Source: an optimization exercise on an open RTL-to-GDS flow (aim: small area). Production flows keep margins and buffers that such runs may drop.
In this exercise RTL edits were held to simulation tests only and were not proved equivalent to the original.

==> garnet: inputs <==
==> flow/design.v (excerpt) <==
module sent_tx (
  input  logic                  clk,
  input  logic                  rst,
  input  logic                  cfg_vld,     
  input  sent_pkg::sent_cfg_t   cfg,         
  input  logic                  frame_vld,   
  input  sent_pkg::sent_frame_t frame,       
  output logic                  fifo_empty,  
  output logic                  fifo_full,   
  output logic                  sent         
);
Settings: LEC_CHECK=0, ABC_AREA=1, CAP_MARGIN=20, CORE_MARGIN=2, CORE_UTILIZATION=50, CTS_BUF_LIST=sky130_fd_sc_hd__clkbuf_4, PLACE_DENSITY=0.6, SLEW_MARGIN=20; clock period 10.0 ns.
run.sh (not shown) runs the stock make flow with config.mk's settings and CLKGATE_MAP_FILE= SYNTH_SCRIPT=/design/flow/synth_recipe.tcl, a recipe that flattens the netlist after the stock synthesis.
==> juniper (differences from garnet) <==
--- a/flow/design.v
+++ b/flow/design.v
@@ -47,19 +47,27 @@
   begin
     if (rst)
       pend <= 1'b0;
     else if (cfg_vld)
       pend <= 1'b1;  
     else if (apply)
       pend <= 1'b0;
   end
+  logic dflt;  
   always_ff @(posedge clk or posedge rst)
   begin
     if (rst)
+      dflt <= 1'b1;
+    else
+      dflt <= 1'b0;
+  end
+  always_ff @(posedge clk)
+  begin
+    if (dflt)
     begin
       active_cfg.ctick_len <= 8'd3;
       active_cfg.ltick_len <= 8'd4;
       active_cfg.pause_en  <= 1'b0;
       active_cfg.pause_len <= 10'd12;
     end
     else if (apply)
       active_cfg <= cfg_pend;
@@ -112,17 +120,17 @@
       full  <= full_now;
     end
   end
   logic [NST-1:0][30:0] st;    
   logic [NST-1:0]       vld;
   logic [NST-1:0]       room;  
   logic [NST:0]         mv;    
   logic [NST-1:0]       keep;  
-  assign room[0] = !vld[0] || done;
+  assign room[0] = !vld[0];  
   assign mv[0]   = 1'b0;
   genvar i;
   generate
     for (i = 1; i < NST; i++)
     begin : g_room
       assign room[i] = !vld[i] || room[i-1];
       assign mv[i]   = vld[i] && room[i-1];
     end
@@ -137,20 +145,17 @@
       always_ff @(posedge clk or posedge rst)
       begin
         if (rst)
           vld[i] <= 1'b0;
         else
           vld[i] <= keep[i] || mv[i+1];
       end
       always_ff @(posedge clk)
-      begin
-        if (mv[i+1])
-          st[i] <= din;
-      end
+        st[i] <= (st[i] & {31{keep[i]}}) | (din & {31{mv[i+1]}});
     end
   endgenerate
   assign cur = st[0];
 endmodule
 `default_nettype wire
 `timescale 1ns/1ns
 `default_nettype none
 module sent_tick_gen (
@@ -161,38 +166,34 @@
   output logic       tick        
 );
   localparam int CLKS_PER_US = (10000000 / 1000000);
   localparam int PW          = $clog2(CLKS_PER_US + 1);
   localparam logic [PW-1:0] US_LAST = PW'(CLKS_PER_US - 1);
   logic [PW-1:0] us_cnt;    
   logic          us_stb;    
   logic [7:0]    tick_cnt;  
-  logic [7:0]    tick_inc;
   logic          tick_last;
   assign us_stb = (us_cnt == US_LAST);
   always_ff @(posedge clk or posedge rst)
   begin
     if (rst)
       us_cnt <= '0;
     else if (us_stb)
       us_cnt <= '0;
     else
       us_cnt <= us_cnt + 1'b1;
   end
-  assign tick_inc  = tick_cnt + 8'd1;
-  assign tick_last = (tick_inc == ctick_len);  
-  always_ff @(posedge clk or posedge rst)
+  assign tick_last = (tick_cnt == 8'd1);
+  always_ff @(posedge clk)
   begin
-    if (rst)
-      tick_cnt <= 8'd0;
-    else if (!run)
-      tick_cnt <= 8'd0;  
+    if (!run || (us_stb && tick_last))
+      tick_cnt <= ctick_len;
     else if (us_stb)
-      tick_cnt <= tick_last ? 8'd0 : tick_inc;
+      tick_cnt <= tick_cnt - 8'd1;
   end
   assign tick = run && us_stb && tick_last;
 endmodule
 `default_nettype wire
 `timescale 1ns/1ns
 `default_nettype none
 module sent_frame_engine (
   input  logic                  clk,
@@ -265,57 +266,58 @@
                      ((state == sent_pkg::CRC && !cfg.pause_en) ||
                       state == sent_pkg::PAUSE);
   assign start_frame = !empty && (state == sent_pkg::IDLE || done);
   assign pop         = start_frame;
   assign idle        = (state == sent_pkg::IDLE);
   always_ff @(posedge clk or posedge rst)
   begin
     if (rst)
+      state <= sent_pkg::IDLE;
+    else if (start_frame)
+      state <= sent_pkg::SYNC;
+    else if (pulse_end)
     begin
-      state    <= sent_pkg::IDLE;
-      tick_cnt <= 10'd0;
-      nib_cnt  <= 3'd0;
-      crc      <= 4'b0101;
+      case (state)
+        sent_pkg::SYNC:   state <= sent_pkg::STATUS;
+        sent_pkg::STATUS: state <= sent_pkg::DATA;
+        sent_pkg::DATA:
+          if (nib_cnt >= cur.len)
+            state <= sent_pkg::CRC;
+        sent_pkg::CRC:
+          if (cfg.pause_en)
+            state <= sent_pkg::PAUSE;
+          else
+            state <= sent_pkg::IDLE;  
+        default:
+          state <= sent_pkg::IDLE;  
+      endcase
     end
-    else if (start_frame)
+  end
+  always_ff @(posedge clk)
+  begin
+    if (start_frame)
     begin
-      state    <= sent_pkg::SYNC;
       tick_cnt <= 10'd0;
       nib_cnt  <= 3'd0;
       crc      <= 4'b0101;  
     end
     else if (pulse_end)
     begin
       tick_cnt <= 10'd0;
       case (state)
-        sent_pkg::SYNC:
-          state <= sent_pkg::STATUS;
         sent_pkg::STATUS:
-        begin
-          state   <= sent_pkg::DATA;
           nib_cnt <= 3'd1;
-        end
         sent_pkg::DATA:
         begin
           crc <= crc_x4 ^ data_nib;
-          if (nib_cnt >= cur.len)
-            state <= sent_pkg::CRC;
-          else
+          if (nib_cnt < cur.len)
             nib_cnt <= nib_cnt + 3'd1;
         end
-        sent_pkg::CRC:
-        begin
-          if (cfg.pause_en)
-            state <= sent_pkg::PAUSE;
-          else
-            state <= sent_pkg::IDLE;  
-        end
-        default:
-          state <= sent_pkg::IDLE;  
+        default: ;
       endcase
     end
     else if (tick)
       tick_cnt <= tick_inc;
   end
   always_ff @(posedge clk or posedge rst)
   begin
     if (rst)
==> flow/flow/run.sh (new file) <==
#!/bin/bash
# Standard ORFS layout with three changes:
#  - after the standard synthesis, the combinational logic is re-mapped with ABC's
#    area mapper (flip-flops untouched, see remap.tcl);
#  - port buffers use the smallest buffer cell;
#  - the clock tree uses small clock buffers in tight sink clusters, no dummy loads.
set -euo pipefail
R=orfs/results/$FLOW_PLATFORM/sent_tx/base
LIB=$FLOW_HOME/platforms/$FLOW_PLATFORM/lib/sky130_fd_sc_hd__tt_025C_1v80.lib
bash standard.sh synth > standard_synth.log 2>&1
cp $R/1_2_yosys.v standard_1_2_yosys.v
DU=$(sed -n '/^export DONT_USE_CELLS += \\/,/^#/p' $FLOW_HOME/platforms/$FLOW_PLATFORM/config.mk | grep -o 'sky130_fd_sc_hd__[a-z0-9_]*' | sed 's/^/-dont_use /' | tr '\n' ' ')
LIB=$LIB IN=standard_1_2_yosys.v OUT=remapped.v TOP=$FLOW_TOP SCR=flow/nf.scr DU="$DU" \
  yosys -c flow/remap.tcl > remap.log 2>&1
cp remapped.v $R/1_2_yosys.v
touch $R/1_2_yosys.v
CTS="-sink_clustering_enable -repair_clock_nets -dont_use_dummy_load"
CTS="$CTS -buf_list sky130_fd_sc_hd__clkbuf_4 -sink_clustering_size 10 -sink_clustering_max_diameter 40"
bash standard.sh "CTS_ARGS=$CTS" "BUFFER_PORTS_ARGS=-buffer_cell sky130_fd_sc_hd__buf_1" finish > standard_flow.log 2>&1
cp orfs/logs/*/sent_tx/base/*.log . 2>/dev/null || true
==> flow/flow/nf.scr (new file) <==
strash
&get -n
&dch
&nf -a -R 1000
&put
topo
==> flow/flow/remap.tcl (new file) <==
# Re-map the combinational cells of the standard synthesis netlist with ABC's
# area-oriented &nf mapper. Flip-flops and tie cells stay as they are (same
# instances, names and cell types); only the logic between them is re-mapped.
yosys -import
set lib $::env(LIB)
read_liberty -ignore_miss_func -overwrite $lib
read_verilog $::env(IN)
hierarchy -top $::env(TOP)
foreach c [split [string trim [tee -q -s result.string select -list-mod =A:*]] "\n"] { }
set seq {}
foreach m [split [string trim [tee -q -s result.string select -list-mod =*]] "\n"] {
  if {[string match "sky130_fd_sc_hd__*df*" $m] || [string match "sky130_fd_sc_hd__conb*" $m] || [string match "sky130_fd_sc_hd__dl*" $m]} {
    blackbox $m
  }
}
flatten
opt_clean
abc -liberty $lib -script $::env(SCR) {*}$::env(DU)
opt_clean -purge
stat -liberty $lib
write_verilog -noattr $::env(OUT)
==> flow/standard.sh (new file) <==
#!/bin/bash
# synth_recipe.tcl (not shown) runs the flow's synth.tcl, then flattens the netlist and writes it again
# the make line also repeats each setting of config.mk as NAME=value (left out here)
make -C /OpenROAD-flow-scripts/flow DESIGN_CONFIG=/design/flow/config.mk WORK_HOME=/design/flow/orfs CLKGATE_MAP_FILE= SYNTH_SCRIPT=/design/flow/synth_recipe.tcl "${@:-finish}"
==> flow/config.mk (replaced) <==
export PLATFORM = sky130hd
export DESIGN_NAME = sent_tx
export DESIGN_NICKNAME = sent_tx
export VERILOG_FILES = /design/flow/design.v
export SDC_FILE = /design/flow/constraint.sdc
export NUM_CORES = 4
export LEC_CHECK = 0
export ABC_AREA = 1
export CAP_MARGIN = 0
export CORE_MARGIN = 2
export CORE_UTILIZATION = 80
export PLACE_DENSITY = 0.9
export SLEW_MARGIN = 0
removed: flow/run.sh
==> summary of the runs <==
Non-clock buffer count: juniper is higher than garnet (3).
In garnet the core utilization is lower than in juniper, by 29 points.
Between garnet and juniper, the lower via count is in garnet (gap 31%, measured against juniper).
Against juniper, the register-to-register slack of garnet is better by 3.2 ns.
Of garnet and juniper, garnet has the higher clock-buffer cell count (gap 280).
In garnet the first-iteration DRC count is lower than in juniper, by 57%.

-- static timing again, ports no longer ideal --
Ports are ideal in the flow. The routed layouts listed here were re-timed in OpenROAD. Step 1 (the two cells are an assumption about what drives the block):
set clk [get_ports {clk}]
set_driving_cell -lib_cell sky130_fd_sc_hd__clkbuf_16 $clk
set_driving_cell -lib_cell sky130_fd_sc_hd__buf_2 [delete_from_list [all_inputs] $clk]
Step 2 adds t to the input delays and takes it off the output delays; t is the mean of the earliest and latest rising clock arrival at the registers after step 1. Input paths then give back, and output paths get back, about the clock's delay inside the block. Slacks: no drivers / after step 1 / after step 2; pairs: no drivers / after step 1.
| run | shift t [ns] | slack for setup (ns) | worst setup path after step 2 | latest minus earliest clock arrival (ns) |
|---|---|---|---|---|
| garnet | 1.071 | 3.966 / 3.966 / 3.966 | register to register | 0.121 / 0.121 |
| juniper | 1.047 | 0.731 / 0.731 / 0.731 | register to register | 0.094 / 0.094 |
After both steps every run listed still meets setup and hold.
